What follows belongs to an exercise in optimizing a design on an open flow for small area, a short achievable clock period and few clock cycles per item; a production flow would make more cautious choices. Function was checked by simulation only, so behaviour that the tests miss may differ from the original. Power figures rest on the tool's default switching activity, not on a simulated workload.

==> flow/design.v <==
`timescale 1ns/100ps
`default_nettype none
package ahb_pkg;
  typedef logic [32-1:0] haddr_t;
  typedef logic [32-1:0] hdata_t;
  typedef enum logic [1:0] {
    IDLE   = 2'b00,
    BUSY   = 2'b01,
    NONSEQ = 2'b10,
    SEQ    = 2'b11
  } htrans_t;
  typedef logic [2:0] hsize_t;
  localparam hsize_t SIZE_BYTE = 3'b000;
  localparam hsize_t SIZE_HALF = 3'b001;
  localparam hsize_t SIZE_WORD = 3'b010;   
  localparam logic RESP_OKAY  = 1'b0;
  localparam logic RESP_ERROR = 1'b1;
  typedef enum logic [1:0] {OKAY, ERR_FIRST, ERR_SECOND} resp_state_t;
endpackage
`default_nettype wire
`timescale 1ns/100ps
`default_nettype none
package mem_pkg;
  typedef logic [32-1:0]   word_t;
  typedef logic [8-1:0]   word_index_t;
  typedef logic [32/8-1:0] byte_strb_t;
endpackage
`default_nettype wire
`timescale 1ns/100ps
`default_nettype none
module ahb_addr_phase (
  input  wire logic                HCLK,
  input  wire logic                HRESETn,
  input  wire logic                hsel,
  input  wire ahb_pkg::haddr_t     haddr,
  input  wire ahb_pkg::htrans_t    htrans,
  input  wire logic                hwrite,
  input  wire ahb_pkg::hsize_t     hsize,
  input  wire logic                hready,
  output logic                     sample,
  output logic                     sample_error,
  output logic                     acc_pending,   
  output logic                     acc_write,
  output mem_pkg::word_index_t     acc_index,
  output mem_pkg::byte_strb_t      acc_strb,
  output logic                     acc_error      
);
  logic                out_of_range;
  logic                bad_size;
  logic                misaligned;
  mem_pkg::byte_strb_t strb_d;
  assign sample = hsel && hready &&
                  (htrans == ahb_pkg::NONSEQ || htrans == ahb_pkg::SEQ);
  assign out_of_range = |haddr[32-1:8+2];   
  assign bad_size     = hsize > ahb_pkg::SIZE_WORD;
  always_comb begin
    misaligned = 1'b0;
    strb_d     = '0;
    case (hsize)
      ahb_pkg::SIZE_BYTE: strb_d = mem_pkg::byte_strb_t'(1) << haddr[1:0];
      ahb_pkg::SIZE_HALF: begin
        misaligned = haddr[0];
        strb_d     = mem_pkg::byte_strb_t'(3) << {haddr[1], 1'b0};
      end
      ahb_pkg::SIZE_WORD: begin
        misaligned = |haddr[1:0];
        strb_d     = '1;
      end
      default: strb_d = '0;   
    endcase
  end
  assign sample_error = sample && (out_of_range || bad_size || misaligned);
  always_ff @(posedge HCLK or negedge HRESETn) begin
    if (!HRESETn) begin
      acc_pending <= 1'b0;
      acc_error   <= 1'b0;
    end else begin
      acc_pending <= sample;   
      acc_error   <= sample_error;
    end
  end
  always_ff @(posedge HCLK) begin
    acc_write <= hwrite;
    acc_index <= haddr[8+1:2];
    acc_strb  <= strb_d;
  end
endmodule
`default_nettype wire
`timescale 1ns/100ps
`default_nettype none
module mem_cell (
  input  wire logic HCLK,
  input  wire logic wr,
  input  wire logic sel_n,
  input  wire logic wd,
  output logic      q
);
  always_ff @(posedge HCLK) begin
    q <= ~((q | wr) & (wd | sel_n));
  end
endmodule
module mem_rd_pair (
  input  wire logic sel0_n,
  input  wire logic q0,
  input  wire logic sel1_n,
  input  wire logic q1,
  output logic      t
);
  assign t = ~((sel0_n | q0) & (sel1_n | q1));
endmodule
module word_storage (
  input  wire logic                 HCLK,
  input  wire mem_pkg::word_index_t wr_index,
  input  wire logic                 wr_en,       
  input  wire mem_pkg::word_t       wr_wd,       
  input  wire mem_pkg::word_index_t rd_index,
  output mem_pkg::word_t            rd_q         
);
  logic [256-1:0][32-1:0]   cell_q;
  logic [256-1:0]                        row_sel_n;
  logic [256-1:0]                        row_wr;
  logic [256-1:0]                        rd_sel_n;
  logic [32-1:0][256/2-1:0] rd_t;
  for (genvar w = 0; w < 256; w++) begin : g_row
    assign row_sel_n[w] = (wr_index != w[8-1:0]);
    assign row_wr[w]    = !row_sel_n[w] && wr_en;
    assign rd_sel_n[w]  = (rd_index != w[8-1:0]);
    for (genvar b = 0; b < 32; b++) begin : g_bit
      mem_cell u_cell (
        .HCLK  (HCLK),
        .wr    (row_wr[w]),
        .sel_n (row_sel_n[w]),
        .wd    (wr_wd[b]),
        .q     (cell_q[w][b])
      );
    end
  end
  for (genvar b = 0; b < 32; b++) begin : g_col
    for (genvar p = 0; p < 256/2; p++) begin : g_pair
      mem_rd_pair u_rd (
        .sel0_n (rd_sel_n[2*p]),
        .q0     (cell_q[2*p][b]),
        .sel1_n (rd_sel_n[2*p+1]),
        .q1     (cell_q[2*p+1][b]),
        .t      (rd_t[b][p])
      );
    end
    assign rd_q[b] = ~|rd_t[b];
  end
endmodule
`default_nettype wire
`timescale 1ns/100ps
`default_nettype none
module ahb_data_phase (
  input  wire logic                 HCLK,
  input  wire logic                 HRESETn,
  input  wire logic                 hready,
  input  wire ahb_pkg::hdata_t      hwdata,
  input  wire mem_pkg::word_index_t next_index,   
  input  wire logic                 sample,
  input  wire logic                 sample_error,
  input  wire logic                 acc_pending,
  input  wire logic                 acc_write,
  input  wire mem_pkg::word_index_t acc_index,
  input  wire mem_pkg::byte_strb_t  acc_strb,
  input  wire logic                 acc_error,
  output logic                      mem_wen,
  output mem_pkg::word_t            mem_wd,       
  input  wire mem_pkg::word_t       mem_rq,       
  output ahb_pkg::hdata_t           hrdata,
  output logic                      hresp,
  output logic                      hreadyout
);
  ahb_pkg::resp_state_t state_q;
  ahb_pkg::resp_state_t state_cur;
  ahb_pkg::resp_state_t state_nxt;
  ahb_pkg::resp_state_t state_cur_nxt;
  logic                 legal;
  logic                 flip_q;      
  mem_pkg::byte_strb_t  lane_wen;
  mem_pkg::word_t       word_q;      
  mem_pkg::word_t       word_nxt;    
  always_comb begin
    state_cur = state_q;
    if (state_q == ahb_pkg::OKAY && acc_pending && acc_error) begin
      state_cur = ahb_pkg::ERR_FIRST;
    end
  end
  always_comb begin
    case (state_cur)
      ahb_pkg::ERR_FIRST: state_nxt = ahb_pkg::ERR_SECOND;
      default:            state_nxt = ahb_pkg::OKAY;   
    endcase
  end
  always_comb begin
    state_cur_nxt = state_nxt;
    if (state_nxt == ahb_pkg::OKAY && sample && sample_error) begin
      state_cur_nxt = ahb_pkg::ERR_FIRST;
    end
  end
  always_ff @(posedge HCLK or negedge HRESETn) begin
    if (!HRESETn) begin
      state_q   <= ahb_pkg::OKAY;
      hreadyout <= 1'b1;
      hresp     <= ahb_pkg::RESP_OKAY;
    end else begin
      state_q   <= state_nxt;
      hreadyout <= (state_cur_nxt != ahb_pkg::ERR_FIRST);   
      hresp     <= (state_cur_nxt == ahb_pkg::OKAY) ? ahb_pkg::RESP_OKAY
                                                    : ahb_pkg::RESP_ERROR;
    end
  end
  always_ff @(posedge HCLK) begin
    flip_q <= !flip_q;
  end
  assign legal = acc_pending && !acc_error;
  assign mem_wen = acc_write;
  for (genvar b = 0; b < 32/8; b++) begin : g_lane
    assign lane_wen[b] = legal && acc_write && hready && acc_strb[b];
    assign word_nxt[8*b +: 8] = lane_wen[b] ? hwdata[8*b +: 8] : word_q[8*b +: 8];
  end
  assign mem_wd = word_nxt ^ {32{flip_q}};
  always_ff @(posedge HCLK) begin
    if (next_index == acc_index) begin
      word_q <= word_nxt;
    end else begin
      word_q <= mem_rq ^ {32{flip_q}};
    end
  end
  assign hrdata = word_q;
endmodule
`default_nettype wire
`timescale 1ns/100ps
`default_nettype none
module ahb_mem_sub (
  input  wire logic        HCLK,
  input  wire logic        HRESETn,
  input  wire logic        hsel,
  input  wire logic [31:0] haddr,
  input  wire logic [1:0]  htrans,
  input  wire logic        hwrite,
  input  wire logic [2:0]  hsize,
  input  wire logic [31:0] hwdata,
  input  wire logic        hready,      
  output logic [31:0]      hrdata,
  output logic             hresp,
  output logic             hreadyout
);
  logic                 sample;
  logic                 sample_error;
  logic                 acc_pending;
  logic                 acc_write;
  mem_pkg::word_index_t acc_index;
  mem_pkg::byte_strb_t  acc_strb;
  logic                 acc_error;
  logic                 mem_wen;
  mem_pkg::word_t       mem_wd;
  mem_pkg::word_t       mem_rq;
  ahb_addr_phase u_addr (
    .HCLK         (HCLK),
    .HRESETn      (HRESETn),
    .hsel         (hsel),
    .haddr        (haddr),
    .htrans       (ahb_pkg::htrans_t'(htrans)),
    .hwrite       (hwrite),
    .hsize        (hsize),
    .hready       (hready),
    .sample       (sample),
    .sample_error (sample_error),
    .acc_pending  (acc_pending),
    .acc_write    (acc_write),
    .acc_index    (acc_index),
    .acc_strb     (acc_strb),
    .acc_error    (acc_error)
  );
  word_storage u_store (
    .HCLK     (HCLK),
    .wr_index (acc_index),
    .wr_en    (mem_wen),
    .wr_wd    (mem_wd),
    .rd_index (haddr[8+1:2]),
    .rd_q     (mem_rq)
  );
  ahb_data_phase u_data (
    .HCLK         (HCLK),
    .HRESETn      (HRESETn),
    .hready       (hready),
    .hwdata       (hwdata),
    .next_index   (haddr[8+1:2]),
    .sample       (sample),
    .sample_error (sample_error),
    .acc_pending  (acc_pending),
    .acc_write    (acc_write),
    .acc_index    (acc_index),
    .acc_strb     (acc_strb),
    .acc_error    (acc_error),
    .mem_wen      (mem_wen),
    .mem_wd       (mem_wd),
    .mem_rq       (mem_rq),
    .hrdata       (hrdata),
    .hresp        (hresp),
    .hreadyout    (hreadyout)
  );
endmodule
`default_nettype wire
==> flow/run.sh <==
#!/bin/bash
# synth_recipe.tcl (not shown) runs the flow's synth.tcl, then flattens the netlist and writes it again
# the make line also repeats each setting of config.mk as NAME=value (left out here)
make -C /OpenROAD-flow-scripts/flow DESIGN_CONFIG=/design/flow/config.mk WORK_HOME=/design/flow/orfs CLKGATE_MAP_FILE= SYNTH_SCRIPT=/design/flow/synth_recipe.tcl finish
==> flow/config.mk <==
export PLATFORM = sky130hd
export DESIGN_NAME = ahb_mem_sub
export DESIGN_NICKNAME = ahb_mem_sub
export VERILOG_FILES = /design/flow/design.v
export SDC_FILE = /design/flow/constraint.sdc
export NUM_CORES = 4
export LEC_CHECK = 0
export ABC_CLOCK_PERIOD_IN_PS = 3000
export CAP_MARGIN = 20
export CORE_MARGIN = 2
export CORE_UTILIZATION = 25
export PLACE_DENSITY = 0.45
export SETUP_SLACK_MARGIN = 5
export SLEW_MARGIN = 20
export SYNTH_HIERARCHICAL = 1
export SYNTH_MEMORY_MAX_BITS = 16384
==> flow/constraint.sdc <==
create_clock -name core_clock -period 10.0 [get_ports {HCLK}]
set_input_delay 2.0000 -clock core_clock [delete_from_list [all_inputs] [get_ports {HCLK}]]
set_output_delay 2.0000 -clock core_clock [all_outputs]
set_load 0.01 [all_outputs]
==> metrics.md <==
| Metric | Value |
|---|---|
| Top cell type's share of synthesized area | `64.3%` |
| Critical path's slowest cell | `or4_1` |
| Vias per cell | `6.14` |
| Met1 Resource Use GR | `31.5%` |
| Grt total ovfl | `0` |
| Top cells by area, synth | `dfxtp_1 64%, o22ai_1 30%, nor4_1 2.5%, nand2_1 0.78%, nand4_1 0.63%` |
| Crit path DAT | `6.29 ns` |
| Initial drt markers | `27700` |
| Commonest cells in the netlist | `12300 x o22ai_1, 8238 x dfxtp_1, 1028 x nor4_1, 533 x nand2_1, 311 x nor2_1` |
| DR vias | `243000` |
| Max Root-Sink Buffers | `5` |
| First-pass GRT wire length | `1790000 microns` |
| Sequence of cells on the critical path | `buf_4, nand2b_4, nor2_4, buf_12, buf_6, nand2_4, buf_4, buf_4, o22ai_1, nor4_1, nand4_1, or4_1, nor2_1, xnor2_1, mux2i_1` |
| Most used DFF post-synth | `dfxtp_1` |
| Root Buffer | `clkbuf_16` |
| Cell repeated most along the worst path | `buf_4` |
| CP bufs+invs | `5` |
| Met2 usage | `34.6%` |
| CTS Buf Count | `850` |
| Port Buffers | `106` |
| R2R depth | `6` |
| Initial antenna violation count | `81` |
| Post-synthesis cell area | `0.257 sq mm` |
| Outcome | `no timing/DRC/antenna violations` |
| Detail Route Antenna Nets | `0` |
| Critical path data required time | `10.99 ns` |
| I/O pin count | `108` |
| Pin count of the biggest net entering global routing | `147` |
| Crit-path leading delay family | `simple AND/OR/NAND/NOR gates` |
| Post-Place Cells | `38000` |
| Clk_skew | `0.0942 ns` |
| MaxCap Viol Count | `0` |
| Slew Limit Fails | `0` |
| Slew HR | `15.8%` |
| Total Wirelength | `1300000 microns` |
| CP Depth | `15` |
| Initial Utilization | `25.0%` |
| Worst hold path class | `register to register` |
| Path type of the worst setup path | `input pin to register` |
| Post-synthesis sequential area ratio | `64.3%` |
| DIE HEIGHT | `1020 microns` |
| FFs w/ async S/R, synth | `0.0607%` |
| CP max FO | `12` |
| Die boundary width | `1020 microns` |
| Hold Vio Cnt, Final | `0` |
| Syn_area_per_cell | `11.1 sq um` |
| Share of layout cells above drive strength 1 | `14.8%` |
| Final setup fails | `0` |
| Number of synthesis warnings | `9` |
| Syn nets | `23200` |
| Clock-pin slew on the worst setup and hold paths | `0.06 ns` |
| Syn Inst Count | `23100` |
| Area leader, netlist | `dfxtp_1` |
| Nets@finish | `25400` |
| Std-Cell Rows | `372` |
| Startpoint types | `input pin` |
| Setup tns final | `0 ns` |
| DP HPWL | `772000 microns` |
| Unrepaired setup endpoints after global routing | `yes` |
| GRT Util Overall | `23.8%` |
| Peak supply drop | `0.207 mV` |
| Drt first pass iters | `7` |
| Most Crowded Layer GR | `met2` |
| Worst slew pin tran | `1.26 ns` |
| Final Non-Filler Cells | `39700` |
| GRT met3 Usage | `6.68%` |
| Hold Path Depth | `1` |
| Fmax | `189 MHz` |
| Vias in the first global route | `226000` |
| Synth Register Bits | `8243` |
| Area grow syn2layout | `25.8%` |
| CP endpoint kind | `register` |
| Unique cell type count in the Yosys netlist | `40` |
| Most frequent cell after synthesis | `o22ai_1` |
| Post-route minimum period | `5.30 ns` |
| Leak | `0.117 uW` |
| Wire per inst | `32.9 microns` |
| P per Cell Area | `244 mW/mm^2` |
| Clk latency of the worst-skew pair | `1.15 ns` |
| Die ar. | `1.03 sq mm` |
| DRC | `0` |
| CTS tree | `done` |
| Tcrit/Tclk final | `53.0%` |
| Clock Sinks | `8243` |
| Post-synth EDFFs | `0` |
| Core region area | `1.02 sq mm` |
| CP max stage delay | `0.61 ns` |
| Htree depth | `6` |
| Routability congestion estimate from global placement | `0.862` |
## metal layers
layer / share of wire, % / wire length, microns
met1: 42 / 549000
met2: 42 / 552000
met3: 9.7 / 127000
met4: 5.9 / 77400
met5: 0.019 / 244
## timing repair
action,in CTS,in global routing
cloned,4,2
setup endpoints to repair,652,664
pin swaps,189,117
resized for setup,1075,238
hold buffers,0,0
setup buffers,65,22
## power breakdown
| part | total (uW) | internal (uW) | switching, uW |
|---|---|---|---|
| Sequential | 38800 | 36800 | 2000 |
| Clock | 31600 | 18100 | 13500 |
| Combinational | 8210 | 2960 | 5260 |
## cell type report
class	instances	area [sq um]
fillers	104000	702000
flip-flops and latches	8243	165000
multi-input cells	14700	100000
clock buffers	1282	25200
well taps	13700	17100
repair buffers	1470	13200
clock inverters	179	1890
diodes	94	235
inverters	3	11.3
## cell families after synthesis
| kind of cell | count (synthesis) | synth area share (%) |
|---|---|---|
| AO/OA/AOI/OAI | 12300 | 30.0 |
| XOR/XNOR | 72 | 0.246 |
| buffers and inverters | 125 | 0.245 |
| flip-flops | 8243 | 64.3 |
| multiplexers | 64 | 0.250 |
| AND/OR/NAND/NOR | 2298 | 4.92 |
## state kept, by name (all words and copies together) (netlist names)
register / flops
u_store.g_row.g_bit.u_cell.q: 8192
u_data.word_q: 32
u_addr.acc_index: 8
u_addr.acc_strb: 4
u_addr.acc_error: 1
u_addr.acc_pending: 1
u_addr.acc_write: 1
u_data.flip_q: 1
u_data.hreadyout: 1
u_data.hresp: 1
u_data.state_q: 1
## per-module statistics from Yosys (local to each module, per instance), a selection
module	flip-flops and latches	cells	area [sq um]
ahb_addr_phase	15	40	479
ahb_data_phase	36	199	2170
mem_rd_pair	0	1	6.26
word_storage	0	2380	13000
mem_cell	1	2	26.3
## path summary, 6_finish.rpt
kind                                                  startpoint                                     to  slack [ns]
hold / removal             u_store.g_row[175].g_bit[28].u_cell.q  u_store.g_row[175].g_bit[28].u_cell.q        0.44
setup reg to reg                             u_addr.acc_index[2]   u_store.g_row[22].g_bit[29].u_cell.q        5.27
setup / recovery                                        haddr[5]                       u_data.word_q[9]        4.70
hold reg to reg            u_store.g_row[175].g_bit[28].u_cell.q  u_store.g_row[175].g_bit[28].u_cell.q        0.44
max in group asynchronous                                HRESETn                       u_data.hreadyout        8.66
min in group asynchronous                                HRESETn                           u_data.hresp        1.09
## per-stage QoR
stage / utilization, % / setup slack (ns) / area (sq um) / hold WS, ns / power (uW)
after global routing: 31.5 / 4.85 / 323000 / 0.450 / 80900
after detailed placement: 28.0 / 1.48 / 287000 / 0.437 / 47200
after floorplan: - / 1.60 / 257000 / 0.422 / 43500
final: 31.5 / 4.70 / 323000 / 0.441 / 78600
after global placement: 28.0 / 1.49 / 287000 / 0.429 / 46800
after CTS: 31.3 / 4.85 / 321000 / 0.445 / 78600
## layout by cell type (no fill, tap or decap), types with 43 or more instances in the layout
cell / count
nor4_1: 555
nand2_1: 271
nor4_2: 265
mux2i_1: 52
o22ai_1: 12300
nand4_1: 258
clkbuf_8: 213
diode_2: 94
nor4_4: 215
clkdlybuf4s50_1: 98
nand2_4: 110
buf_12: 98
clkbuf_1: 215
dfxtp_1: 8236
clkinv_2: 117
buf_4: 1160
nor2_2: 199
clkbuf_16: 861
buf_6: 83
nand2_8: 60
nor2_4: 118
nand2_2: 113
or4_4: 43
Testbench counts, summed over its fixed seeds: cycles 503,058, transfers 390,489.

[afterwards: timing with drivers on the ports]
The results above use ideal ports. As a check the final layout listed here was re-extracted and re-timed, cells and wires unchanged.
Step 1 (the two cells are an assumption about what drives the block):
set clk [get_ports {HCLK}]
set_driving_cell -lib_cell sky130_fd_sc_hd__clkbuf_16 $clk
set_driving_cell -lib_cell sky130_fd_sc_hd__buf_2 [delete_from_list [all_inputs] $clk]
Step 2 adds t to the input delays and takes it off the output delays; t is the mean of the earliest and latest rising clock arrival at the registers after step 1. Input paths then give back, and output paths get back, about the clock's delay inside the block.
Slacks: no drivers / after step 1 / after step 2; pairs: no drivers / after step 1.
shift t [ns]: 1.275
setup slack, ns: 4.699 / 4.648 / 3.374
hold WS [ns]: 0.441 / 0.441 / 0.441
worst data-port slew with drivers (ns): 0.25
After both steps this run still meets setup and hold. For this run, drivers alone change the setup slack by -0.051 ns; drivers and shift together by -1.325 ns.
